This is an optimization exercise on Yosys and OpenROAD, whose aim is small area and few clock cycles, not a production implementation.
In this exercise RTL edits were held to simulation tests only and were not proved equivalent to the original.
The flow treats the clock pin as an ideal source, which a real chip does not have.
Power and IR drop assume default switching activity.

**design/flow/constraint.sdc**
```tcl
create_clock -name core_clock -period 6.0 [get_ports {clk}]
set_input_delay 1.2000 -clock core_clock [delete_from_list [all_inputs] [get_ports {clk}]]
set_output_delay 1.2000 -clock core_clock [all_outputs]
set_load 0.01 [all_outputs]
```
**design/flow/flow/post_cts.tcl**
```tcl
# After clock tree synthesis: size each clock tree buffer for the load it
# drives, so that the slew at the flip-flop clock pins stays low without
# making every buffer the largest. A buffer's size follows the number of
# pins its output net feeds.
set block [ord::get_db_block]
foreach inst [$block getInsts] {
  set master [[$inst getMaster] getName]
  if {![string match "sky130_fd_sc_hd__clkbuf_*" $master]} { continue }
  set out [$inst findITerm X]
  if {$out eq "NULL"} { continue }
  set net [$out getNet]
  if {$net eq "NULL" || [$net getSigType] ne "CLOCK"} { continue }
  set loads [expr {[llength [$net getITerms]] - 1}]
  if {$loads > $::env(CLK_BUF_16_ABOVE)} {
    set want sky130_fd_sc_hd__clkbuf_16
  } elseif {$loads > $::env(CLK_BUF_8_ABOVE)} {
    set want sky130_fd_sc_hd__clkbuf_8
  } else {
    set want sky130_fd_sc_hd__clkbuf_4
  }
  if {$want ne $master} {
    puts "post_cts: [$inst getName] drives $loads pins: $master -> $want"
    replace_cell [$inst getName] $want
  }
}
detailed_placement
check_placement -verbose
estimate_parasitics -placement
```
**design/flow/config.mk**
```make
export PLATFORM = sky130hd
export DESIGN_NAME = media_box_path_locator_unit
export DESIGN_NICKNAME = media_box_path_locator_unit
export VERILOG_FILES = /design/flow/design.v
export SDC_FILE = /design/flow/constraint.sdc
export NUM_CORES = 4
export LEC_CHECK = 0
export CAP_MARGIN = 20
export CORE_MARGIN = 2
export CORE_UTILIZATION = 40
export SLEW_MARGIN = 20
```
**design/flow/design.v**
```verilog
`default_nettype none
package mbpl_pkg;
  localparam int unsigned PATH_DEPTH = 3;
  localparam int unsigned TYPE_REGS = 3;
  localparam logic [1:0] LEN_MAX =
    2'((PATH_DEPTH < TYPE_REGS) ? PATH_DEPTH : TYPE_REGS);
  localparam logic [31:0] HDR_BYTES = 32'd8;
  localparam logic [2:0]  HDR_LAST  = 3'd7;
  localparam logic [1:0] CFG_PATH_LENGTH = 2'd0;
  localparam logic [1:0] CFG_TYPE_FIRST  = 2'd1;
  localparam logic [1:0] CFG_TYPE_SECOND = 2'd2;
  localparam logic [1:0] CFG_TYPE_THIRD  = 2'd3;
  localparam logic [1:0]  RST_PATH_LENGTH = 2'd3;
  localparam logic [31:0] RST_TYPE_FIRST  = 32'h6D6F6F76;
  localparam logic [31:0] RST_TYPE_SECOND = 32'h75647461;
  localparam logic [31:0] RST_TYPE_THIRD  = 32'h7374656D;
  localparam logic [1:0] KIND_PAYLOAD   = 2'd0;
  localparam logic [1:0] KIND_NOT_FOUND = 2'd1;
  localparam logic [1:0] KIND_MALFORMED = 2'd2;
  typedef enum logic [3:0] {
    PH_HEADER  = 4'b0001,
    PH_SKIP    = 4'b0010,
    PH_PAYLOAD = 4'b0100,
    PH_DONE    = 4'b1000
  } phase_t;
  typedef struct packed {
    logic [7:0] data_byte;
    logic       end_of_file;
  } in_item_t;
  typedef struct packed {
    logic [1:0]  result_kind;
    logic [7:0]  payload_byte;
    logic [31:0] payload_size;
    logic        payload_last;
  } result_t;
endpackage
`default_nettype wire
`default_nettype none
import mbpl_pkg::*;
module mbpl_core
(
  input  wire logic        clk,
  input  wire logic        rst_n,
  input  wire logic        cfg_we,
  input  wire logic [1:0]  cfg_index,
  input  wire logic [31:0] cfg_data,
  input  wire logic        step,
  input  wire logic [7:0]  data_byte,
  input  wire logic        end_of_file,
  output logic             res_vld,
  output logic [1:0]       res_kind,
  output logic [7:0]       res_byte,
  output logic [31:0]      res_size,
  output logic             res_last
);
  localparam logic [1:0] P_HDR  = 2'd0;
  localparam logic [1:0] P_SKIP = 2'd1;
  localparam logic [1:0] P_PAY  = 2'd2;
  localparam logic [1:0] P_DONE = 2'd3;
  logic [1:0]  path_len_r;
  logic [31:0] type_first_r, type_second_r, type_third_r;
  logic [1:0]  phase_r, phase_nxt;
  logic [2:0]  hdr_count_r;
  logic [2:0]  depth_r, depth_nxt;   
  logic        match_r, match_nxt;
  logic        carry_r, frz_r;
  logic [31:0] ncnt_r;
  logic [31:0] lvl_r;
  logic        ncnt_shift, ncnt_count, lvl_shift, lvl_body;
  logic [1:0]  eff_len;
  logic [31:0] want_type;
  logic [7:0]  want_byte;
  logic        byte_hit, type_hit, last_level, bounded;
  logic [7:0]  sub_len;
  logic [8:0]  sub_sum;
  logic        sub_cin;
  logic [31:0] body, ncnt_inc, cnt_r;
  logic        len_short, len_empty, cnt_end, cnt_hi0;
  logic        lvl_hi0, lvl_lt8, lvl_zero, lvl_out;
  logic        hdr_lo, hdr_sub, fin;
  logic [1:0]  fin_kind;
  logic        pay;
  logic [3:0]  cfg_wr, cfg_keep;
  always_comb begin
    for (int i = 0; i < 4; i++) begin
      cfg_wr[i]   = rst_n && cfg_we && (cfg_index == 2'(i));
      cfg_keep[i] = rst_n && !cfg_wr[i];
    end
  end
  function automatic logic [31:0] cfg_next(input logic [31:0] q,
                                           input logic        keep,
                                           input logic        wr,
                                           input logic [31:0] dflt,
                                           input logic        rst_now);
    cfg_next = ({32{keep}} & q) | ({32{wr}} & cfg_data) | ({32{rst_now}} & dflt);
  endfunction
  always_ff @(posedge clk) begin
    path_len_r    <= 2'(cfg_next({30'd0, path_len_r}, cfg_keep[0], cfg_wr[0],
                                 {30'd0, RST_PATH_LENGTH}, !rst_n));
    type_first_r  <= cfg_next(type_first_r, cfg_keep[1], cfg_wr[1], RST_TYPE_FIRST, !rst_n);
    type_second_r <= cfg_next(type_second_r, cfg_keep[2], cfg_wr[2], RST_TYPE_SECOND, !rst_n);
    type_third_r  <= cfg_next(type_third_r, cfg_keep[3], cfg_wr[3], RST_TYPE_THIRD, !rst_n);
  end
  assign eff_len = (path_len_r == 2'd0) ? 2'd1 : path_len_r;
  always_comb begin
    want_type = ({32{depth_r[0]}} & type_first_r) |
                ({32{depth_r[1]}} & type_second_r) |
                ({32{depth_r[2]}} & type_third_r);
    case (hdr_count_r[1:0])
      2'd0:    want_byte = want_type[31:24];
      2'd1:    want_byte = want_type[23:16];
      2'd2:    want_byte = want_type[15:8];
      default: want_byte = want_type[7:0];
    endcase
  end
  assign byte_hit   = (data_byte == want_byte);
  assign type_hit   = match_r && byte_hit && (depth_r[0] || (depth_r[1] && eff_len[1]) || (eff_len == 2'd3));
  assign last_level = depth_r[2] || (depth_r[1] && !(eff_len == 2'd3)) || (eff_len == 2'd1);
  assign bounded    = !depth_r[0];
  assign cnt_r = ~ncnt_r;
  always_comb begin
    logic [31:0] inc_in;
    logic [4:0]  grp_c;
    logic        c;
    inc_in = (phase_r == P_HDR) ? {ncnt_r[31:3], 3'b111} : ncnt_r;
    grp_c[0] = 1'b1;
    for (int g = 0; g < 4; g++) begin
      grp_c[g+1] = grp_c[g] && (&inc_in[8*g +: 8]);
      c = grp_c[g];
      for (int i = 8*g; i < 8*g + 8; i++) begin
        ncnt_inc[i] = inc_in[i] ^ c;
        c = c && inc_in[i];
      end
    end
  end
  assign body = ~{ncnt_inc[31:3], ncnt_r[2:0]};
  assign hdr_lo  = !hdr_count_r[2];
  assign hdr_sub = (hdr_count_r >= 3'd3) && (hdr_count_r != HDR_LAST);
  always_comb begin
    case (hdr_count_r[1:0])
      2'd3:    sub_len = ~data_byte;
      2'd0:    sub_len = ncnt_r[15:8];
      2'd1:    sub_len = ncnt_r[23:16];
      default: sub_len = ncnt_r[31:24];
    endcase
  end
  assign sub_cin = hdr_lo ? 1'b1 : carry_r;
  always_comb begin
    logic c;
    c = sub_cin;
    for (int i = 0; i < 8; i++) begin
      sub_sum[i] = lvl_r[i] ^ sub_len[i] ^ c;
      c = (lvl_r[i] & sub_len[i]) | ((lvl_r[i] ^ sub_len[i]) & c);
    end
    sub_sum[8] = c;
  end
  assign cnt_hi0   = (cnt_r[31:4] == 28'd0);
  assign len_short = cnt_hi0 && !cnt_r[3];
  assign len_empty = cnt_hi0 && (cnt_r[3:0] == 4'd8);
  assign cnt_end   = cnt_hi0 && (cnt_r[3:0] == 4'd9);
  assign lvl_hi0   = (lvl_r[31:4] == 28'd0);
  assign lvl_lt8   = lvl_hi0 && !lvl_r[3];
  assign lvl_zero  = lvl_hi0 && (lvl_r[3:0] == 4'd0);
  assign lvl_out   = lvl_hi0 && (lvl_r[3:0] == {1'b0, hdr_count_r} + 4'd1) &&
                     (hdr_lo || frz_r);
  always_comb begin
    phase_nxt = phase_r;
    depth_nxt = depth_r;
    match_nxt = match_r;
    ncnt_shift = 1'b0;
    ncnt_count = 1'b0;
    lvl_shift  = 1'b0;
    lvl_body   = 1'b0;
    fin       = 1'b0;
    fin_kind  = KIND_NOT_FOUND;
    case (phase_r)
      P_HDR: begin
        if (hdr_lo) begin
          ncnt_shift = 1'b1;
        end else begin
          match_nxt = (match_r || (hdr_count_r[1:0] == 2'd0)) && byte_hit;
        end
        if (hdr_sub && !(hdr_lo ? lvl_lt8 : frz_r)) begin
          lvl_shift = 1'b1;
        end
        if (hdr_count_r != HDR_LAST) begin
          if (bounded && lvl_out) begin
            fin      = 1'b1;
            fin_kind = KIND_MALFORMED;
          end
        end else begin
          if (len_short || (bounded && !carry_r)) begin
            fin      = 1'b1;
            fin_kind = KIND_MALFORMED;
          end else if (type_hit) begin
            lvl_body = 1'b1;
            if (len_empty) begin
              fin = 1'b1;
            end else if (last_level) begin
              phase_nxt = P_PAY;
            end else begin
              depth_nxt = {depth_r[1:0], 1'b0};
            end
          end else begin
            if (!len_empty) begin
              phase_nxt = P_SKIP;
            end else if (bounded && lvl_zero) begin
              fin = 1'b1;
            end
          end
        end
      end
      P_SKIP: begin
        ncnt_count = 1'b1;
        if (cnt_end) begin
          phase_nxt = P_HDR;
          if (bounded && lvl_zero) begin
            fin = 1'b1;
          end
        end
      end
      P_PAY: begin
        ncnt_count = 1'b1;
        if (cnt_end) begin
          phase_nxt = P_DONE;
        end
      end
      default: ;
    endcase
    if (fin) begin
      phase_nxt = P_DONE;
    end
    pay      = (phase_r == P_PAY) && (cnt_end || !end_of_file);
    res_vld  = fin || (phase_r == P_PAY) || (end_of_file && (phase_r != P_DONE));
    res_kind = {fin && (fin_kind == KIND_MALFORMED),
                !pay && !(fin && (fin_kind == KIND_MALFORMED))};
    res_byte = pay ? data_byte : 8'd0;
    res_size = pay ? lvl_r : 32'd0;
    res_last = pay && cnt_end;
    if (end_of_file) begin
      phase_nxt = P_HDR;
      depth_nxt = 3'b001;
    end
  end
  always_ff @(posedge clk) begin
    if (!rst_n) begin
      phase_r     <= P_HDR;
      hdr_count_r <= 3'd0;
      depth_r     <= 3'b001;
    end else if (step) begin
      phase_r     <= phase_nxt;
      hdr_count_r <= (end_of_file || (phase_r != P_HDR)) ? 3'd0 : hdr_count_r + 3'd1;
      depth_r     <= depth_nxt;
    end
  end
  always_ff @(posedge clk) begin
    ncnt_r <= ({32{!(step && (ncnt_shift || ncnt_count))}} & ncnt_r) |
              ({32{step && ncnt_shift}} & {ncnt_r[23:0], ~data_byte}) |
              ({32{step && ncnt_count}} & ncnt_inc);
    lvl_r  <= ({32{!(step && (lvl_shift || lvl_body))}} & lvl_r) |
              ({32{step && lvl_shift}} & {sub_sum[7:0], lvl_r[31:8]}) |
              ({32{step && lvl_body}} & body);
  end
  always_ff @(posedge clk) begin
    if (step) begin
      match_r <= match_nxt;
      if (hdr_sub) begin
        carry_r <= sub_sum[8];
      end
      if (hdr_count_r == 3'd3) begin
        frz_r <= lvl_lt8;
      end
    end
  end
endmodule
`default_nettype wire
`default_nettype none
import mbpl_pkg::*;
module media_box_path_locator_unit
(
  input  wire logic        clk,
  input  wire logic        rst_n,
  input  wire logic        in_valid,
  output logic             in_stall,
  input  wire logic [7:0]  in_data_byte,
  input  wire logic        in_end_of_file,
  output logic             out_valid,
  input  wire logic        out_stall,
  output logic [1:0]       out_result_kind,
  output logic [7:0]       out_payload_byte,
  output logic [31:0]      out_payload_size,
  output logic             out_payload_last,
  input  wire logic        cfg_valid,
  output logic             cfg_ready,
  input  wire logic [1:0]  cfg_index,
  input  wire logic [31:0] cfg_data
);
  logic res_vld, step;
  assign cfg_ready = 1'b1;
  assign out_valid = in_valid && res_vld;
  assign in_stall  = res_vld && out_stall;
  assign step      = in_valid && !in_stall;
  mbpl_core u_core (
    .clk         (clk),
    .rst_n       (rst_n),
    .cfg_we      (cfg_valid && cfg_ready),
    .cfg_index   (cfg_index),
    .cfg_data    (cfg_data),
    .step        (step),
    .data_byte   (in_data_byte),
    .end_of_file (in_end_of_file),
    .res_vld     (res_vld),
    .res_kind    (out_result_kind),
    .res_byte    (out_payload_byte),
    .res_size    (out_payload_size),
    .res_last    (out_payload_last)
  );
endmodule
`default_nettype wire
```
**design/flow/standard.sh**
```bash
#!/bin/bash
# synth_recipe.tcl (not shown) runs the flow's synth.tcl, then flattens the netlist and writes it again
# the make line also repeats each setting of config.mk as NAME=value (left out here)
make -C /OpenROAD-flow-scripts/flow DESIGN_CONFIG=/design/flow/config.mk WORK_HOME=/design/flow/orfs CLKGATE_MAP_FILE= SYNTH_SCRIPT=/design/flow/synth_recipe.tcl "${@:-finish}"
```
**design/flow/flow/run.sh**
```bash
#!/bin/bash
# Own layout flow: the standard layout (standard.sh, every ORFS step as
# usual) with changes to buffering only:
#  - buffer_ports gives each input and output port the smallest buffer,
#    sky130_fd_sc_hd__buf_1, rather than the tool's own pick;
#  - clock tree synthesis builds the tree from sky130_fd_sc_hd__clkbuf_4
#    and adds no dummy loads; after it, post_cts.tcl sizes each clock
#    buffer up by the number of pins it drives (clkbuf_8 above
#    CLK_BUF_8_ABOVE, clkbuf_16 above CLK_BUF_16_ABOVE), to keep the slew
#    at the flip-flop clock pins low.
# The ORFS logs stay under orfs/logs; make's own output goes to standard.log.
set -euo pipefail
here="$(pwd)"
export BUFFER_PORTS_ARGS="-buffer_cell sky130_fd_sc_hd__buf_1"
export CTS_ARGS="-sink_clustering_enable -repair_clock_nets -dont_use_dummy_load -buf_list sky130_fd_sc_hd__clkbuf_4"
export POST_CTS_TCL="$here/flow/post_cts.tcl"
export CLK_BUF_8_ABOVE=9
export CLK_BUF_16_ABOVE=16
bash standard.sh > standard.log 2>&1
```
==> results of run 1 <==
-- sequential cells by signal, indices dropped and copies added (netlist names) --
signal,flops
u_core.depth_r,3
u_core.type_third_r,32
u_core.hdr_count_r,3
u_core.match_r,1
u_core.lvl_r,32
u_core.phase_r,2
u_core.ncnt_r,32
u_core.carry_r,1
u_core.path_len_r,2
u_core.type_first_r,32
u_core.frz_r,1
u_core.type_second_r,32
-- worst reg2reg max path, stage by stage, from the launching register on --
cell,delay (ps)
dfxtp_1,490
inv_1,150
ha_1,370
a22oi_1,200
o21ai_0,100
mux2_2,280
fa_1,460
fa_1,460
fa_1,430
fa_1,430
fa_1,430
fa_1,420
fa_1,390
inv_1,80
fa_1,410
o32ai_1,120
a22o_1,150
-- area by class of cell --
cell class / count / area (um^2)
well taps: 280 / 350.3
clock buffers: 17 / 196.4
fillers: 2227 / 12270
repair buffers: 110 / 481.7
multi-input cells: 776 / 4967
inverters: 54 / 202.7
flip-flops and latches: 173 / 3493
-- where the power goes --
group / internal, mW / total [mW] / switching, mW
logic: 0.167 / 0.380 / 0.213
clock network: 0.210 / 0.581 / 0.371
registers: 1.24 / 1.36 / 0.117
total: 1.62 / 2.32 / 0.701
-- Yosys cell counts (all sizes together), types with 2 or more instances --
cell	number	area share (%)
mux2i	4	0.44
a222oi	24	2.7
fa	8	1.8
and2	43	3.0
o221ai	5	0.49
o31ai	12	1.0
nor2	52	2.2
xor2	10	0.97
o22ai	9	0.62
xnor2	2	0.19
nand4	20	1.5
o2bb2ai	21	2.0
inv	52	2.2
clkinv	2	0.083
buf	23	1.8
a22oi	37	3.1
nor2b	17	1.2
nand2b	4	0.28
a31oi	37	2.6
edfxtp	3	1.0
dfxtp	170	38
o21a	3	0.25
o311ai	2	0.39
a22o	38	3.7
a211oi	3	0.25
nand3	80	4.4
o211ai	2	0.22
a21oi	8	0.44
nor4	13	0.90
nand2	187	7.9
ha	38	5.3
o32ai	2	0.19
mux2	9	1.1
clkbuf	58	2.4
nor3	10	0.68
or2	5	0.35
nor3b	3	0.25
o21ai	50	2.8
-- kinds of logic (layout without fill, tap and decap cells) --
family                     after synthesis  count (layout)
AOI/OAI and AO/OA                      263             263
xor gates and xnor gates                12              12
adders and majority gates               46              46
buffers and inverters                  135             181
DFF                                    173             173
muxes                                   13              13
other                                    1               1
and+or+nand+nor                        441             441
-- final timing paths --
kind                                               from                       to  slack, ps  cells after the start
worst max-delay path              u_core.hdr_count_r[0]         u_core.lvl_r[31]        580                     16
worst min-delay path            u_core.type_first_r[12]  u_core.type_first_r[12]        460                      2
worst max register to register    u_core.hdr_count_r[0]         u_core.lvl_r[31]        580                     16
worst min register to register  u_core.type_first_r[12]  u_core.type_first_r[12]        460                      2
-- metal layers --
| layer | GRT usage [%] | up-vias | part of all wire [%] |
|---|---|---|---|
| met5 | 0 | - | 0.054 |
| met4 | 10.59 | 2 | 4.1 |
| met3 | 4.171 | 56 | 6.2 |
| met2 | 36.75 | 283 | 45 |
| met1 | 30.88 | 3951 | 45 |
| li1 | - | 3991 | - |
-- per-stage QoR --
stage | utilization, % | hold WS (ps) | std cells | cell area [um^2] | total power [mW]
finish | 44.14 | 463.1 | 1410 | 9692 | 2.319
global route | 44.14 | 474.9 | 1410 | 9692 | 2.429
detailed placement | 43.24 | 446.4 | 1393 | 9494 | 1.756
global placement | 43.23 | 442.7 | 1393 | 9493 | 1.751
floorplan | - | 433.6 | 1084 | 9010 | 1.610
==> results.toml, run 1 <==
[outcome]
status = "complete, no violations"

[sta]
slew_viol_final = 0
fin_skew_ps = 37.66
worst_slack_ps = 583.5
fin_crit_sh_pct = 90.28
max_slew_margin_pct = 27.16
min_period_ps = 5417
grt_setup_unrepaired = "false"
hold_violations = 0
worst_slew_pin_slew_ps = 1091
final.setup.tns_ps = 0
timing.fmax_mhz = 184.6
setup_viol = 0

[yosys]
synthFlopType = "dfxtp_1"
synth_simple_gate_area_share_pct = 23.19
synthCells = 1084
synth_nets = 1178
yosysWarnings = 1
synth_area_per_cell_um2 = 8.312
ys_ff_latch = 173
syn_area_mm2 = 0.009010
synth_compound_area_share_pct = 21.71
synth-xor-area-share_pct = 1.167
ys_types = 65
synth_edf_count = 3
synth_mux_area_share_pct = 1.569
synthAdderAreaFrac_pct = 7.055
synthArstFlopShare_pct = 0
synth-seq-area-share_pct = 38.77
synth_top_family_by_area = "simple AND/OR/NAND/NOR gates"

[clocking]
cts_sinks = 173
cts_tree = "built"
clk_latency_ps = 460
clk_pin_slew_ps = 110

[setup_path]
path_class = "flop to flop"
cp_top_family = "adder cells"
cp.required_ps = 6400
critical_path_peak_fanout = 10
cp-end-kind = "flop"
cpMostUsedCell = "fa_1"
slowest_delay_ps = 490
path_cells = "inv_1 -> ha_1 -> a22oi_1 -> o21ai_0 -> mux2_2 -> fa_1 -> fa_1 -> fa_1 -> fa_1 -> fa_1 -> fa_1 -> fa_1 -> inv_1 -> fa_1 -> o32ai_1 -> a22o_1"
start_kind = "flop"
cp_slowest_cell = "dfxtp_1"
path_buf_inv = 2
arrival_ps = 5810

[power]
vdd_drop_max_mv = 0.1370
power.density_mw_per_mm2 = 239.3
p_leak_nw = 4.164

[final_layout]
areaGrowthSynthToFinish_pct = 7.568
nets = 1226
layout-drive-gt1-share_pct = 5.752
final_cell_mix = "nand2_1, dfxtp_1, buf_1"
antennaDiodeCount = 0
final_common_cell = "nand2_1"

[place]
dp.final_hpwl_um = 19000
place_ws_ps = 389.8
gp_congestion = 0.9232
io_buffer_count = 92

[drt]
drcViolationCount = 0
wirelength_um = 27750
drtIter0Drc = 647
avgViaCountPerCell = 5.874
routedWlPerCell_um = 19.68
detail_route.first_pass.iterations = 8
ant_nets = 0
vias = 8283

[floorplanning]
dieHeight_um = 154.1
ios = 94
start_util_pct = 41.03
rows = 54
fp.coreArea_mm2 = 0.02196
die-area_mm2 = 0.02374
fp.dieW_um = 154.1

[global_route]
grt_pass1_vias = 7730
grt_pass1_wl_um = 43420
grtUsageTotal_pct = 23.21
antenna_found_initial = 1
grt_max_degree = 58
grt_overflow_total = 0

[min_path]
min_path_type = "flop to flop"

[job]
cap_viol_max_count = 0
Testbench counts, summed over its fixed seeds: cycles 73,859.
==> run 2: changes to the inputs <==
--- a/design/flow/design.v
+++ b/design/flow/design.v
@@ -75,6 +75,7 @@
   logic [8:0]  sub_sum;
   logic        sub_cin;
   logic [31:0] body, ncnt_inc, cnt_r;
+  logic        hdr_end, inc_cin;
   logic        len_short, len_empty, cnt_end, cnt_hi0;
   logic        lvl_hi0, lvl_lt8, lvl_zero, lvl_out;
   logic        hdr_lo, hdr_sub, fin;
@@ -117,13 +118,15 @@
   assign type_hit   = match_r && byte_hit && (depth_r[0] || (depth_r[1] && eff_len[1]) || (eff_len == 2'd3));
   assign last_level = depth_r[2] || (depth_r[1] && !(eff_len == 2'd3)) || (eff_len == 2'd1);
   assign bounded    = !depth_r[0];
-  assign cnt_r = ~ncnt_r;
+  assign cnt_r   = ~ncnt_r;
+  assign hdr_end = (phase_r == P_HDR) && (hdr_count_r == HDR_LAST);
+  assign inc_cin = step && (ncnt_count || hdr_end);
   always_comb begin
     logic [31:0] inc_in;
     logic [4:0]  grp_c;
     logic        c;
-    inc_in = (phase_r == P_HDR) ? {ncnt_r[31:3], 3'b111} : ncnt_r;
-    grp_c[0] = 1'b1;
+    inc_in = hdr_end ? {ncnt_r[31:3], 3'b111} : ncnt_r;
+    grp_c[0] = inc_cin;
     for (int g = 0; g < 4; g++) begin
       grp_c[g+1] = grp_c[g] && (&inc_in[8*g +: 8]);
       c = grp_c[g];
@@ -132,8 +135,11 @@
         c = c && inc_in[i];
       end
     end
+    if (hdr_end) begin
+      ncnt_inc[2:0] = ncnt_r[2:0];
+    end
   end
-  assign body = ~{ncnt_inc[31:3], ncnt_r[2:0]};
+  assign body = ~ncnt_inc;
   assign hdr_lo  = !hdr_count_r[2];
   assign hdr_sub = (hdr_count_r >= 3'd3) && (hdr_count_r != HDR_LAST);
   always_comb begin
@@ -157,7 +163,7 @@
   assign cnt_hi0   = (cnt_r[31:4] == 28'd0);
   assign len_short = cnt_hi0 && !cnt_r[3];
   assign len_empty = cnt_hi0 && (cnt_r[3:0] == 4'd8);
-  assign cnt_end   = cnt_hi0 && (cnt_r[3:0] == 4'd9);
+  assign cnt_end   = cnt_hi0 && (cnt_r[3:0] == 4'd1);
   assign lvl_hi0   = (lvl_r[31:4] == 28'd0);
   assign lvl_lt8   = lvl_hi0 && !lvl_r[3];
   assign lvl_zero  = lvl_hi0 && (lvl_r[3:0] == 4'd0);
@@ -254,9 +260,7 @@
     end
   end
   always_ff @(posedge clk) begin
-    ncnt_r <= ({32{!(step && (ncnt_shift || ncnt_count))}} & ncnt_r) |
-              ({32{step && ncnt_shift}} & {ncnt_r[23:0], ~data_byte}) |
-              ({32{step && ncnt_count}} & ncnt_inc);
+    ncnt_r <= (step && ncnt_shift) ? {ncnt_r[23:0], ~data_byte} : ncnt_inc;
     lvl_r  <= ({32{!(step && (lvl_shift || lvl_body))}} & lvl_r) |
               ({32{step && lvl_shift}} & {sub_sum[7:0], lvl_r[31:8]}) |
               ({32{step && lvl_body}} & body);
==> run 2 against run 1 <==
Compared with the run above: largest cell class unchanged; wire length is 6.4% lower; non-clock buffer count is 3 higher; still clean; sequential share of layout area increased by 0.25 points; clock power about the same; worst setup slack improved by 50 ps; count of clock-buffer cells in the layout did not move; utilization hardly changed; die area fell by 1.1%; critical path depth increased by 1; combinational power hardly changed.
==> results.toml, run 2 <==
[drt]
vias = 7684
wirelength_um = 25980
ant_nets = 0
drcViolationCount = 0
drtIter0Drc = 633
detail_route.first_pass.iterations = 7
routedWlPerCell_um = 18.99
avgViaCountPerCell = 5.617

[sta]
fin_skew_ps = 32.71
hold_violations = 0
max_slew_margin_pct = 28.23
slew_viol_final = 0
fin_crit_sh_pct = 89.44
timing.fmax_mhz = 186.3
setup_viol = 0
grt_setup_unrepaired = "false"
min_period_ps = 5366
worst_slew_pin_slew_ps = 1077
final.setup.tns_ps = 0

[final_layout]
areaGrowthSynthToFinish_pct = 8.019
final_cell_mix = "nand2_1, dfxtp_1, nand3_1"
final_common_cell = "nand2_1"
multiInputGateArea_mm2 = 0.004906
ff_latch_area_mm2 = 0.003493
antennaDiodeCount = 0
fin_cells = 1368
fillers = 2253
layout-drive-gt1-share_pct = 10.20
nets = 1184

[power]
p_comb_share_pct = 16.4
sw_frac_of_total_pct = 29.04
clock_power_share_pct = 25.2
internal-power_mw = 1.636
p_leak_nw = 3.996
power.density_mw_per_mm2 = 239.5
p_sw_mw = 0.6695
seqPwrFrac_pct = 58.3
vdd_drop_max_mv = 0.1315

[clocking]
clk_pin_slew_ps = 90
cts_tree = "built"
clk_latency_ps = 460
cts_sinks = 173

[setup_path]
path_class = "flop to flop"
reg2reg_setup_slack_ps = 630
cp.required_ps = 6370
start_kind = "flop"
cp-end-kind = "flop"
critical_path_peak_fanout = 10
arrival_ps = 5740

[global_route]
grt_pass1_wl_um = 41360
grt_overflow_total = 0
grt_max_degree = 102
grt_pass1_vias = 7574
antenna_found_initial = 0
grtUsageTotal_pct = 22.21

[yosys]
synth_area_leaders = "dfxtp_1, nand2_1, nand3_1, ha_1, mux2_2"
synthArstFlopShare_pct = 0
synthFlopType = "dfxtp_1"
synth_nets = 1123
synthMostInstantiatedCell = "nand2_1"
synth_top_family_by_area = "simple AND/OR/NAND/NOR gates"
synthAdderAreaFrac_pct = 7.134
synthTopCellsByCount = "nand2_1, dfxtp_1, nand3_1"
yosysWarnings = 1
synth-seq-area-share_pct = 39.21
synth-xor-area-share_pct = 1.573
post-synth-top-area-fraction_pct = 38.20
yosysTopAreaCell = "dfxtp_1"
syn_area_mm2 = 0.008910
synth_compound_area_share_pct = 15.57
synth_edf_count = 3
ys_ff_latch = 173
synthCells = 1029
ys_types = 67
synth_area_per_cell_um2 = 8.659
synth_mux_area_share_pct = 5.730
synth_simple_gate_area_share_pct = 24.73

[place]
gp_congestion = 0.8643
placed_cells = 1351
dp.final_hpwl_um = 17820
io_buffer_count = 92

[floorplanning]
die-area_mm2 = 0.02348
rows = 54
fp.dieW_um = 153.2
fp.coreArea_mm2 = 0.02182
start_util_pct = 40.83
ios = 94
dieHeight_um = 153.2

[min_path]
min_path_type = "flop to flop"

[job]
cap_viol_max_count = 0

[outcome]
status = "complete, no violations"
[run 2: cell families after synthesis]
family | count (synthesis)
multiplexers | 47
buffers and inverters | 106
XOR/XNOR | 16
other | 1
AO/OA/AOI/OAI | 187
AND/OR/NAND/NOR | 453
flip-flops | 173
adder cells (fa/ha/maj) | 46
[run 2: worst max-delay path, stage by stage, from the launching register on]
cell and delay [ps]:
dfxtp_1 430, inv_1 140, ha_1 380, a22oi_1 220, o21ai_0 110, mux2_2 290, fa_1 450, fa_1 420
fa_1 440, fa_1 430, fa_1 420, fa_1 420, fa_1 390, inv_1 80, fa_1 410, inv_1 70
a21oi_1 60, o2bb2ai_1 140
[run 2: routing by layer]
layer	vias to the layer above	GRT usage (%)	wire, um
met3	23	3.799	1232
met4	0	6.305	392
li1	3750	-	-
met5	-	0	0
met1	3705	27.85	11460
met2	206	39.18	12890
[run 2: path summary, 6_finish.rpt]
path / to / cells past startpoint / start
worst max-delay path: u_core.lvl_r[31] / 17 / u_core.hdr_count_r[0]
worst min-delay path: u_core.type_second_r[4] / 2 / u_core.type_second_r[4]
worst max register to register: u_core.lvl_r[31] / 17 / u_core.hdr_count_r[0]
worst min register to register: u_core.type_second_r[4] / 2 / u_core.type_second_r[4]
[run 2: area by class of cell]
class                      count  area share, %
clock buffer                  17          2.093
sequential                   173          36.30
tap                          280          3.640
inverter                      35          1.365
timing repair buffer         113          5.629
multi-input combinational    750          50.98
[run 2: metrics by stage]
stage               hold WS (ps)  util [%]  total power, mW  area [um^2]  worst slack, ps
finish                     459.8     44.10            2.305         9624            633.5
global route               479.3     44.10            2.420         9624            307.1
detailed placement         449.5     43.18            1.747         9423            478.2
global placement           443.4     43.18            1.740         9423            534.1
floorplan                  433.4         -            1.614         8910            770.3
[run 2: power groups by stage]
stage	clock (mW)	sequential (mW)	combinational [mW]
floorplan	0	1.33	0.282
global placement	0	1.37	0.371
detailed placement	0	1.37	0.379
global route	0.640	1.36	0.423
finish	0.581	1.35	0.379
Testbench counts of run 2, summed over its fixed seeds: cycles 73,859.
==> run 3: changes to the inputs <==
--- a/design/flow/design.v
+++ b/design/flow/design.v
@@ -123,14 +123,14 @@
   assign inc_cin = step && (ncnt_count || hdr_end);
   always_comb begin
     logic [31:0] inc_in;
-    logic [4:0]  grp_c;
+    logic [8:0]  grp_c;
     logic        c;
     inc_in = hdr_end ? {ncnt_r[31:3], 3'b111} : ncnt_r;
     grp_c[0] = inc_cin;
-    for (int g = 0; g < 4; g++) begin
-      grp_c[g+1] = grp_c[g] && (&inc_in[8*g +: 8]);
+    for (int g = 0; g < 8; g++) begin
+      grp_c[g+1] = grp_c[g] && (&inc_in[4*g +: 4]);
       c = grp_c[g];
-      for (int i = 8*g; i < 8*g + 8; i++) begin
+      for (int i = 4*g; i < 4*g + 4; i++) begin
         ncnt_inc[i] = inc_in[i] ^ c;
         c = c && inc_in[i];
       end
==> run 3 against run 2 <==
Compared with the run above: first-iteration DRC count is 20% higher; sequential power hardly changed; hold slack better by 3.7 ps; combinational power is 8.4% higher; count of clock-buffer cells in the layout stayed put; register-to-register slack worse by 30 ps; via count is 1.4% lower; critical path depth stayed put; critical endpoint unchanged.
==> results.toml, run 3 <==
[outcome]
status = "complete, no violations"

[final_layout]
postLayoutCellArea_mm2 = 0.009435
final_cell_mix = "dfxtp_1, nand2_1, buf_1"
areaGrowthSynthToFinish_pct = 8.022
antennaDiodeCount = 0
nets = 1143
fillers = 2208
layout-drive-gt1-share_pct = 5.328
fin_cells = 1331
final_common_cell = "dfxtp_1"

[drt]
wirelength_um = 25500
avgViaCountPerCell = 5.690
drtIter0Drc = 762
vias = 7574
detail_route.first_pass.iterations = 6
ant_nets = 0
drcViolationCount = 0
routedWlPerCell_um = 19.16

[yosys]
synth_nets = 1089
synthTopCellsByCount = "dfxtp_1, nand2_1, nand3_1"
yosysTopAreaCell = "dfxtp_1"
synthArstFlopShare_pct = 0
synthMostInstantiatedCell = "dfxtp_1"
ys_ff_latch = 173
yosysWarnings = 1
synth-seq-area-share_pct = 39.99
syn_area_mm2 = 0.008735
synth_edf_count = 3
synth_area_per_cell_um2 = 8.743
synthCells = 999
post-synth-top-area-fraction_pct = 38.96
synthFlopType = "dfxtp_1"
ys_types = 62
synth_area_leaders = "dfxtp_1, nand2_1, ha_1, nand3_1, and2_1"

[global_route]
grt_pass1_wl_um = 40130
antenna_found_initial = 0
grtUsageTotal_pct = 22.69
grt_pass1_vias = 6986
grt_max_degree = 59
grt_overflow_total = 0

[floorplanning]
fp.dieW_um = 151.8
start_util_pct = 40.40
ios = 94
die-area_mm2 = 0.02303
rows = 54
dieHeight_um = 151.8
fp.coreArea_mm2 = 0.02162

[sta]
hold_slack_ps = 463.5
min_period_ps = 5397
grt_setup_unrepaired = "false"
hold_violations = 0
slew_viol_final = 0
setup_viol = 0
max_slew_margin_pct = 33.61
fin_crit_sh_pct = 89.95
timing.fmax_mhz = 185.3
worst_slew_pin_slew_ps = 994.5
fin_skew_ps = 37.63
final.setup.tns_ps = 0

[setup_path]
cp.required_ps = 6400
arrival_ps = 5790
path_class = "flop to flop"
worstRegToRegCells = 17
start_kind = "flop"
r2r-end = "u_core.lvl_r[31]"
r2r-start = "u_core.hdr_count_r[0]"
reg2reg_setup_slack_ps = 600
critical_path_peak_fanout = 10
cp-end-kind = "flop"

[place]
io_buffer_count = 92
gp_congestion = 0.8838
place_area_mm2 = 0.009238
placed_cells = 1314
dp.final_hpwl_um = 17510

[job]
cap_viol_max_count = 0

[power]
power.density_mw_per_mm2 = 249.9
p_leak_nw = 4.092
p_total_mw = 2.358
vdd_drop_max_mv = 0.1249

[min_path]
holdPathStages = 2
min_path_type = "flop to flop"
holdPathEnd = "u_core.type_first_r[0]"
hold_start = "u_core.type_first_r[0]"

[clocking]
cts_tree = "built"
clk_latency_ps = 470
cts_sinks = 173
clk_pin_slew_ps = 110
[run 3: cell types whose count changed in the layout (fill, tap and decap cells not counted), moves of 8 or more]
cell	delta
a2bb2oi_1	+24
nor2_2	-18
mux2_2	-16
o2bb2ai_2	-8
nand2_1	-47
xor2_1	+11
nor2_1	+20
mux2_1	+15
a21oi_1	-26
inv_1	+20
a31oi_1	+25
a22oi_1	+8
nand3_1	-29
[run 3: critical path, cell delays in order, from the launching register on]
cell and delay [ps]:
dfxtp_1 450, inv_1 150, ha_1 360, a22oi_1 180, o21ai_0 100, mux2_2 280
fa_1 460, fa_1 440, fa_1 440, fa_1 460, fa_1 430, fa_1 440
fa_1 390, inv_1 80, fa_1 410, inv_1 70, a2bb2oi_1 60, o2bb2ai_1 140
[run 3: worst max path at each step]
stage,start,cells past startpoint,to
3_5_place_dp,in_data_byte[0],15,u_core.lvl_r[31]
6_report,u_core.hdr_count_r[0],17,u_core.lvl_r[31]
3_3_place_gp,in_data_byte[0],15,u_core.lvl_r[31]
5_1_grt,u_core.hdr_count_r[0],17,u_core.lvl_r[31]
2_1_floorplan,in_data_byte[0],14,u_core.lvl_r[31]
[run 3: stage by stage]
stage               worst slack, ps  util (%)
global placement              406.9     42.73
detailed placement            337.9     42.73
finish                        602.9     43.64
floorplan                     762.5         -
global route                  367.2     43.64
[run 3: logic make-up (layout without fill, tap and decap cells)]
family                   Yosys count  count (layout)  share of synthesized area, %
buffers and inverters            125             177                         6.145
other                              1               1                       0.04293
adder cells (fa/ha/maj)           42              42                         6.704
AO/OA/AOI/OAI                    205             205                         18.15
flip-flops                       173             173                         39.99
multiplexers                      47              47                         5.830
XOR/XNOR                          20              20                         2.005
AND/OR/NAND/NOR                  386             386                         21.13
[run 3: metal layers]
metal / global-route usage, % / up-vias / wire, um
met5: 0 / - / 0
met4: 6.898 / 0 / 626
met3: 3.623 / 43 / 1409
met2: 34.93 / 237 / 11430
met1: 32.63 / 3625 / 12030
li1: - / 3669 / -
[run 3: layout make-up]
class / instances / area [um^2] / area share (%)
clock buffers: 17 / 196.4 / 2.082
repair buffers: 105 / 446.7 / 4.734
inverters: 55 / 206.4 / 2.188
multi-input cells: 701 / 4742 / 50.26
well taps: 280 / 350.3 / 3.713
flip-flops and latches: 173 / 3493 / 37.02
[run 3: where the power goes]
group / total [mW] / switching [mW] / leakage, nW / internal, mW
sequential: 1.37 / 0.113 / 1.42 / 1.26
combinational: 0.411 / 0.214 / 2.57 / 0.198
clock: 0.578 / 0.369 / 0.107 / 0.209
total: 2.36 / 0.696 / 4.09 / 1.66
Testbench counts of run 3, summed over its fixed seeds: cycles 73,859.
==> run 4: changes to the inputs <==
==> design/flow/flow/run.sh (replaced) <==
#!/bin/bash
# Own layout flow: the standard layout (standard.sh, every ORFS step as
# usual) with changes to buffering only:
#  - buffer_ports gives each input and output port the smallest buffer,
#    sky130_fd_sc_hd__buf_1, rather than the tool's own pick;
#  - clock tree synthesis builds the tree from sky130_fd_sc_hd__clkbuf_4
#    and adds no dummy loads; after it, post_cts.tcl makes the root buffer
#    clkbuf_16 and sizes each buffer that drives flip-flops by the number
#    of pins it drives (clkbuf_8 above CLK_BUF_8_ABOVE, clkbuf_16 above
#    CLK_BUF_16_ABOVE), to keep the slew at the flip-flop clock pins low.
# The ORFS logs stay under orfs/logs; make's own output goes to standard.log.
set -euo pipefail
here="$(pwd)"
export BUFFER_PORTS_ARGS="-buffer_cell sky130_fd_sc_hd__buf_1"
export CTS_ARGS="-sink_clustering_enable -repair_clock_nets -dont_use_dummy_load -buf_list sky130_fd_sc_hd__clkbuf_4"
export POST_CTS_TCL="$here/flow/post_cts.tcl"
export CLK_BUF_8_ABOVE=7
export CLK_BUF_16_ABOVE=16
bash standard.sh > standard.log 2>&1
==> design/flow/flow/post_cts.tcl (replaced) <==
# After clock tree synthesis: size the clock tree buffers for their loads.
# The tree is built from sky130_fd_sc_hd__clkbuf_4. A buffer that drives
# other clock buffers (the root) becomes clkbuf_16; a buffer that drives
# flip-flops becomes clkbuf_8 above CLK_BUF_8_ABOVE pins and clkbuf_16
# above CLK_BUF_16_ABOVE pins, so that the slew at the flip-flop clock pins
# stays well inside the limit.
set block [ord::get_db_block]
foreach inst [$block getInsts] {
  set master [[$inst getMaster] getName]
  if {![string match "sky130_fd_sc_hd__clkbuf_*" $master]} { continue }
  set out [$inst findITerm X]
  if {$out eq "NULL"} { continue }
  set net [$out getNet]
  if {$net eq "NULL" || [$net getSigType] ne "CLOCK"} { continue }
  set loads 0
  set bufs 0
  foreach it [$net getITerms] {
    if {[$it isOutputSignal]} { continue }
    incr loads
    if {[string match "sky130_fd_sc_hd__clkbuf_*" [[[$it getInst] getMaster] getName]]} { incr bufs }
  }
  if {$bufs > 0} {
    set want sky130_fd_sc_hd__clkbuf_16
  } elseif {$loads > $::env(CLK_BUF_16_ABOVE)} {
    set want sky130_fd_sc_hd__clkbuf_16
  } elseif {$loads > $::env(CLK_BUF_8_ABOVE)} {
    set want sky130_fd_sc_hd__clkbuf_8
  } else {
    set want sky130_fd_sc_hd__clkbuf_4
  }
  if {$want ne $master} {
    puts "post_cts: [$inst getName] drives $loads pins ($bufs buffers): $master -> $want"
    replace_cell [$inst getName] $want
  }
}
detailed_placement
check_placement -verbose
estimate_parasitics -placement
==> run 4 against run 3 <==
Compared with the run above: still clean on timing, DRC and antenna; sequential share of layout area fell by 0.14 points; register-to-register slack got worse by 30 ps; power rose by 2.0%; clock power rose by 8.0%; combinational power barely moved; critical path type unchanged.
==> results.toml, run 4 <==
[outcome]
status = "complete, no violations"

[power]
power.density_mw_per_mm2 = 254.0
vdd_drop_max_mv = 0.1468
p_leak_nw = 4.107

[sta]
fin_skew_ps = 32.52
max_slew_margin_pct = 33.22
fin_crit_sh_pct = 90.42
grt_setup_unrepaired = "false"
hold_violations = 0
slew_viol_final = 0
min_period_ps = 5425
final.setup.tns_ps = 0
worst_slew_pin_slew_ps = 1000
timing.fmax_mhz = 184.3
setup_viol = 0

[final_layout]
final_cell_mix = "dfxtp_1, nand2_1, buf_1"
nets = 1143
utilization_pct = 43.81
areaGrowthSynthToFinish_pct = 8.437
final_common_cell = "dfxtp_1"
layout-drive-gt1-share_pct = 5.328
antennaDiodeCount = 0

[clocking]
clk_pin_slew_ps = 80
cts_sinks = 173
clk_latency_ps = 390
cts_tree = "built"

[setup_path]
path_class = "flop to flop"
cp-end-kind = "flop"
cp_slowest_cell = "fa_1"
r2r-start = "u_core.hdr_count_r[0]"
cpMostUsedCell = "fa_1"
crit_start = "u_core.hdr_count_r[0]"
arrival_ps = 5710
cp.required_ps = 6290
start_kind = "flop"
path_buf_inv = 3
critical_path_peak_fanout = 10
path_cells = "inv_1 -> ha_1 -> a22oi_1 -> o21ai_0 -> mux2_2 -> fa_1 -> fa_1 -> fa_1 -> fa_1 -> fa_1 -> fa_1 -> fa_1 -> inv_1 -> fa_1 -> inv_1 -> a2bb2oi_1 -> o2bb2ai_1"
cp_top_family = "adder cells"
worstRegToRegCells = 17
cp_num_cells = 17
slowest_delay_ps = 460

[floorplanning]
rows = 54
fp.coreArea_mm2 = 0.02162
die-area_mm2 = 0.02303
ios = 94
fp.dieW_um = 151.8
dieHeight_um = 151.8
start_util_pct = 40.40

[drt]
vias = 7550
drcViolationCount = 0
wl_met2_um = 11440
wirelength_um = 25450
drtIter0Drc = 791
ant_nets = 0
avgViaCountPerCell = 5.672
wl_met1_um = 12060
wl_met3_um = 1330
top_layer = "met4"
routedWlPerCell_um = 19.12
detail_route.first_pass.iterations = 8

[global_route]
grtUsageTotal_pct = 22.72
grt_pass1_wl_um = 40020
grt_max_degree = 59
grt_overflow_total = 0
antenna_found_initial = 0
grt_pass1_vias = 6964

[yosys]
synthCells = 999
synthFlopType = "dfxtp_1"
synthArstFlopShare_pct = 0
ys_ff_latch = 173
synthMostInstantiatedCell = "dfxtp_1"
synth_area_leaders = "dfxtp_1, nand2_1, ha_1, nand3_1, and2_1"
ys_types = 62
post-synth-top-area-fraction_pct = 38.96
synth_area_per_cell_um2 = 8.743
synth_nets = 1089
synth_edf_count = 3
yosysWarnings = 1
yosysTopAreaCell = "dfxtp_1"
syn_area_mm2 = 0.008735
synth-seq-area-share_pct = 39.99
synthTopCellsByCount = "dfxtp_1, nand2_1, nand3_1"

[min_path]
hold_start = "u_core.type_first_r[0]"
min_path_type = "flop to flop"
holdPathStages = 2

[place]
io_buffer_count = 92
gp_congestion = 0.8838
dp.final_hpwl_um = 17510

[job]
cap_viol_max_count = 0
==> run 4: cell counts after synthesis <==
No cell type changed its count.
==> run 4: final timing paths <==
kind	slack, ps	endpoint
setup / recovery	570	u_core.lvl_r[31]
hold / removal	460	u_core.type_first_r[0]
setup reg to reg	570	u_core.lvl_r[31]
hold reg to reg	460	u_core.type_first_r[0]
==> run 4: worst min-delay path, delay by kind of cell (launching register included) <==
family	cells	cell delay (ps)
flops	1	310
simple gates	2	100
==> run 4: logic make-up after synthesis <==
logic type	share of synthesized area, %
adder cells (fa/ha/maj)	6.704
other	0.04293
buffers and inverters	6.145
flip-flops	39.99
AND/OR/NAND/NOR	21.13
XOR/XNOR	2.005
multiplexers	5.830
AO/OA/AOI/OAI	18.15
==> run 4: per-stage QoR <==
| step | total power [mW] | cell area, um^2 | std cells | setup WS [ps] | hold slack (ps) |
|---|---|---|---|---|---|
| 5_1_grt | 2.526 | 9472 | 1331 | 322.8 | 484.4 |
| 3_5_place_dp | 1.799 | 9238 | 1314 | 337.9 | 450.2 |
| 3_3_place_gp | 1.791 | 9238 | 1314 | 406.9 | 444.4 |
| 2_1_floorplan | 1.646 | 8735 | 999 | 762.5 | 434.3 |
| 6_report | 2.406 | 9472 | 1331 | 574.9 | 459.9 |
==> run 4: report_power, final <==
group / internal (mW) / total [mW] / switching, mW
logic: 0.198 / 0.413 / 0.215
registers: 1.26 / 1.37 / 0.113
clock network: 0.255 / 0.624 / 0.370
total: 1.71 / 2.41 / 0.697
==> run 4: layout make-up <==
class                      instances  area [um^2]
clock buffer                      17        232.7
fill                            2200        12150
inverter                          55        206.4
tap                              280        350.3
multi-input combinational        701         4742
sequential                       173         3493
timing repair buffer             105        446.7
==> run 4: routing by layer <==
layer,vias up,global-route usage (%)
met4,0,6.991
met2,245,34.71
met5,-,0
li1,3665,-
met3,42,4.192
met1,3598,32.52
==> run 5: changes to the inputs <==
--- a/design/flow/design.v
+++ b/design/flow/design.v
@@ -75,7 +75,6 @@
   logic [8:0]  sub_sum;
   logic        sub_cin;
   logic [31:0] body, ncnt_inc, cnt_r;
-  logic        hdr_end, inc_cin;
   logic        len_short, len_empty, cnt_end, cnt_hi0;
   logic        lvl_hi0, lvl_lt8, lvl_zero, lvl_out;
   logic        hdr_lo, hdr_sub, fin;
@@ -118,28 +117,23 @@
   assign type_hit   = match_r && byte_hit && (depth_r[0] || (depth_r[1] && eff_len[1]) || (eff_len == 2'd3));
   assign last_level = depth_r[2] || (depth_r[1] && !(eff_len == 2'd3)) || (eff_len == 2'd1);
   assign bounded    = !depth_r[0];
-  assign cnt_r   = ~ncnt_r;
-  assign hdr_end = (phase_r == P_HDR) && (hdr_count_r == HDR_LAST);
-  assign inc_cin = step && (ncnt_count || hdr_end);
+  assign cnt_r = ~ncnt_r;
   always_comb begin
     logic [31:0] inc_in;
-    logic [8:0]  grp_c;
+    logic [4:0]  grp_c;
     logic        c;
-    inc_in = hdr_end ? {ncnt_r[31:3], 3'b111} : ncnt_r;
-    grp_c[0] = inc_cin;
-    for (int g = 0; g < 8; g++) begin
-      grp_c[g+1] = grp_c[g] && (&inc_in[4*g +: 4]);
+    inc_in = (phase_r == P_HDR) ? {ncnt_r[31:3], 3'b111} : ncnt_r;
+    grp_c[0] = 1'b1;
+    for (int g = 0; g < 4; g++) begin
+      grp_c[g+1] = grp_c[g] && (&inc_in[8*g +: 8]);
       c = grp_c[g];
-      for (int i = 4*g; i < 4*g + 4; i++) begin
+      for (int i = 8*g; i < 8*g + 8; i++) begin
         ncnt_inc[i] = inc_in[i] ^ c;
         c = c && inc_in[i];
       end
     end
-    if (hdr_end) begin
-      ncnt_inc[2:0] = ncnt_r[2:0];
-    end
   end
-  assign body = ~ncnt_inc;
+  assign body = ~{ncnt_inc[31:3], ncnt_r[2:0]};
   assign hdr_lo  = !hdr_count_r[2];
   assign hdr_sub = (hdr_count_r >= 3'd3) && (hdr_count_r != HDR_LAST);
   always_comb begin
@@ -163,7 +157,7 @@
   assign cnt_hi0   = (cnt_r[31:4] == 28'd0);
   assign len_short = cnt_hi0 && !cnt_r[3];
   assign len_empty = cnt_hi0 && (cnt_r[3:0] == 4'd8);
-  assign cnt_end   = cnt_hi0 && (cnt_r[3:0] == 4'd1);
+  assign cnt_end   = cnt_hi0 && (cnt_r[3:0] == 4'd9);
   assign lvl_hi0   = (lvl_r[31:4] == 28'd0);
   assign lvl_lt8   = lvl_hi0 && !lvl_r[3];
   assign lvl_zero  = lvl_hi0 && (lvl_r[3:0] == 4'd0);
@@ -260,7 +254,9 @@
     end
   end
   always_ff @(posedge clk) begin
-    ncnt_r <= (step && ncnt_shift) ? {ncnt_r[23:0], ~data_byte} : ncnt_inc;
+    ncnt_r <= ({32{!(step && (ncnt_shift || ncnt_count))}} & ncnt_r) |
+              ({32{step && ncnt_shift}} & {ncnt_r[23:0], ~data_byte}) |
+              ({32{step && ncnt_count}} & ncnt_inc);
     lvl_r  <= ({32{!(step && (lvl_shift || lvl_body))}} & lvl_r) |
               ({32{step && lvl_shift}} & {sub_sum[7:0], lvl_r[31:8]}) |
               ({32{step && lvl_body}} & body);
==> run 5 against run 4 <==
Compared with the run above: still clean; non-clock buffer count rose by 5; utilization grew 0.47 points; global-route usage up 0.56 points; sequential power is essentially flat; hold slack about the same; die area rose by 3.1%; power down 1.7%; via count is 10% higher; wire length rose by 9.3%; highest routed layer is now met5.
==> results.toml, run 5 <==
[setup_path]
slowest_delay_ps = 490
reg2reg_setup_slack_ps = 570
cp-end-kind = "flop"
arrival_ps = 5770
path_class = "flop to flop"
r2r-start = "u_core.hdr_count_r[0]"
r2r-end = "u_core.lvl_r[31]"
cp_slowest_cell = "dfxtp_1"
cp_top_family = "adder cells"
cp.required_ps = 6340
worstRegToRegCells = 16
cpMostUsedCell = "fa_1"
critical_path_peak_fanout = 10
path_cells = "inv_1 -> ha_1 -> a22oi_1 -> o21ai_0 -> mux2_2 -> fa_1 -> fa_1 -> fa_1 -> fa_1 -> fa_1 -> fa_1 -> fa_1 -> inv_1 -> fa_1 -> o32ai_1 -> a22o_1"
path_buf_inv = 2
start_kind = "flop"

[place]
gp_congestion = 0.9232
place_ws_ps = 389.8
dp.final_hpwl_um = 19000
io_buffer_count = 92
place_area_mm2 = 0.009494

[power]
p_total_mw = 2.366
p_leak_nw = 4.177
power.density_mw_per_mm2 = 243.3
vdd_drop_max_mv = 0.1384

[yosys]
yosysWarnings = 1
synthCells = 1084
synthMostInstantiatedCell = "nand2_1"
synth_nets = 1178
ys_types = 65
synth_area_leaders = "dfxtp_1, nand2_1, ha_1, nand3_1, a22o_1"
synth-seq-area-share_pct = 38.77
synthTopCellsByCount = "nand2_1, dfxtp_1, nand3_1"
post-synth-top-area-fraction_pct = 37.77
yosysTopAreaCell = "dfxtp_1"
synth_area_per_cell_um2 = 8.312
synthFlopType = "dfxtp_1"
syn_area_mm2 = 0.009010
synth_edf_count = 3
synthArstFlopShare_pct = 0
ys_ff_latch = 173

[clocking]
clk_pin_slew_ps = 100
cts_sinks = 173
clk_latency_ps = 400
cts_tree = "built"

[sta]
worst_slew_pin_slew_ps = 1086
fin_crit_sh_pct = 90.58
hold_violations = 0
setup_viol = 0
slew_viol_final = 0
timing.fmax_mhz = 184.0
final.setup.tns_ps = 0
grt_setup_unrepaired = "false"
min_period_ps = 5435
fin_skew_ps = 40.11
hold_slack_ps = 460.3
worst_slack_ps = 565.5
max_slew_margin_pct = 27.47

[drt]
drtIter0Drc = 647
drcViolationCount = 0
ant_nets = 0
detail_route.first_pass.iterations = 8
routedWlPerCell_um = 19.72
avgViaCountPerCell = 5.896
vias = 8313
wirelength_um = 27810

[min_path]
min_path_type = "flop to flop"
hold_start = "u_core.type_first_r[15]"
holdPathStages = 2
holdPathEnd = "u_core.type_first_r[15]"

[global_route]
grt_max_degree = 58
grt_pass1_vias = 7722
grt_pass1_wl_um = 43500
grt_overflow_total = 0
antenna_found_initial = 1
grtUsageTotal_pct = 23.29

[final_layout]
postLayoutCellArea_mm2 = 0.009722
final_cell_mix = "nand2_1, dfxtp_1, buf_1"
areaGrowthSynthToFinish_pct = 7.902
fillers = 2221
multiInputGateArea_mm2 = 0.004967
final_common_cell = "nand2_1"
ff_latch_area_mm2 = 0.003493
nets = 1226
antennaDiodeCount = 0
layout-drive-gt1-share_pct = 5.752

[floorplanning]
fp.dieW_um = 154.1
rows = 54
dieHeight_um = 154.1
ios = 94
start_util_pct = 41.03
fp.coreArea_mm2 = 0.02196
die-area_mm2 = 0.02374

[job]
cap_viol_max_count = 0

[outcome]
status = "complete, no violations"
## run 5: changes by cell type after synthesis, sizes merged, moves of 13 or more
cell / change
nor2b: +15
a2bb2oi: -24
clkbuf: +15
a22o: +38
mux2: -22
o21ai: +22
nand2: +36
a22oi: +13
## run 5: logic make-up (layout without fill, tap and decap cells)
logic type / Yosys count / in the layout / synth area share (%)
simple gates: 441 / 441 / 23.19
compound gates: 263 / 263 / 21.71
flops: 173 / 173 / 38.77
buf+inv: 135 / 181 / 6.499
fa+ha+maj: 46 / 46 / 7.055
mux: 13 / 13 / 1.569
xor+xnor: 12 / 12 / 1.166
other cells: 1 / 1 / 0.04162
## run 5: report_power, final
group | internal (mW) | switching [mW] | leakage, nW
sequential | 1.24 | 0.117 | 1.43
clock | 0.248 | 0.380 | 0.120
combinational | 0.167 | 0.213 | 2.63
total | 1.66 | 0.709 | 4.18
## run 5: how the worst max path moves through the flow
stage	start	end	slack [ps]	cells after the start
after floorplan	in_data_byte[0]	u_core.lvl_r[31]	760	13
after global placement	in_data_byte[0]	u_core.lvl_r[31]	430	14
after detailed placement	in_data_byte[0]	u_core.lvl_r[31]	390	14
after global routing	u_core.hdr_count_r[0]	u_core.lvl_r[31]	280	16
final	u_core.hdr_count_r[0]	u_core.lvl_r[31]	570	16
## run 5: tightest hold or removal path: cells and delay by family (launching register included)
family	cells	cell delay (ps)
flip-flops	1	310
AND/OR/NAND/NOR	2	100
## run 5: final cells by class
cell class	instances	share of cell area, %
Sequential cell	173	35.93
Multi-Input combinational cell	776	51.09
Clock buffer	17	2.329
Tap cell	280	3.604
Timing Repair Buffer	110	4.955
Inverter	54	2.085
## run 5: metal layers
layer	wire length (um)	up-vias	track usage [%]	part of all wire [%]
li1	-	3991	-	-
met1	12400	3966	30.99	45
met2	12590	295	36.94	45
met3	1690	59	4.087	6.1
met4	1112	2	10.64	4.0
met5	15	-	0	0.054
## run 5: through the flow
step | std cells | utilization (%)
3_5_place_dp | 1393 | 43.24
2_1_floorplan | 1084 | -
6_report | 1410 | 44.27
5_1_grt | 1410 | 44.27
3_3_place_gp | 1393 | 43.23
Testbench counts of run 5, summed over its fixed seeds: cycles 73,859.

-- re-timing with driven ports --
The results above use ideal ports. As a check the final layouts listed here were re-extracted and re-timed, cells and wires unchanged.
Step 1 (the two cells are an assumption about what drives the block):
set clk [get_ports {clk}]
set_driving_cell -lib_cell sky130_fd_sc_hd__clkbuf_16 $clk
set_driving_cell -lib_cell sky130_fd_sc_hd__buf_2 [delete_from_list [all_inputs] $clk]
Step 2 times the ports against the registers' clock, not the clock port: input delays grow and output delays shrink by t, the midpoint of the rising clock arrivals with the driver on.
Slacks: no drivers / after step 1 / after step 2; pairs: no drivers / after step 1.
run	t (ns)	setup slack, ns	slew at the worst register clock pin (ns)	worst slew at a driven data input, ns	cell pins on the clock port's net
run 1	0.486	0.583 / 0.583 / 0.340	0.11 / 0.11	0.07	1
run 2	0.488	0.634 / 0.634 / 0.498	0.11 / 0.11	0.05	1
run 3	0.490	0.603 / 0.603 / 0.358	0.11 / 0.11	0.06	1
run 4	0.421	0.575 / 0.575 / 0.337	0.10 / 0.10	0.06	1
run 5	0.424	0.565 / 0.565 / 0.339	0.10 / 0.10	0.07	1
After both steps setup and hold are still met in every run listed. The setup slack of run 3, which loses most, moves by 0.000 ns with the drivers and by -0.245 ns with both steps.
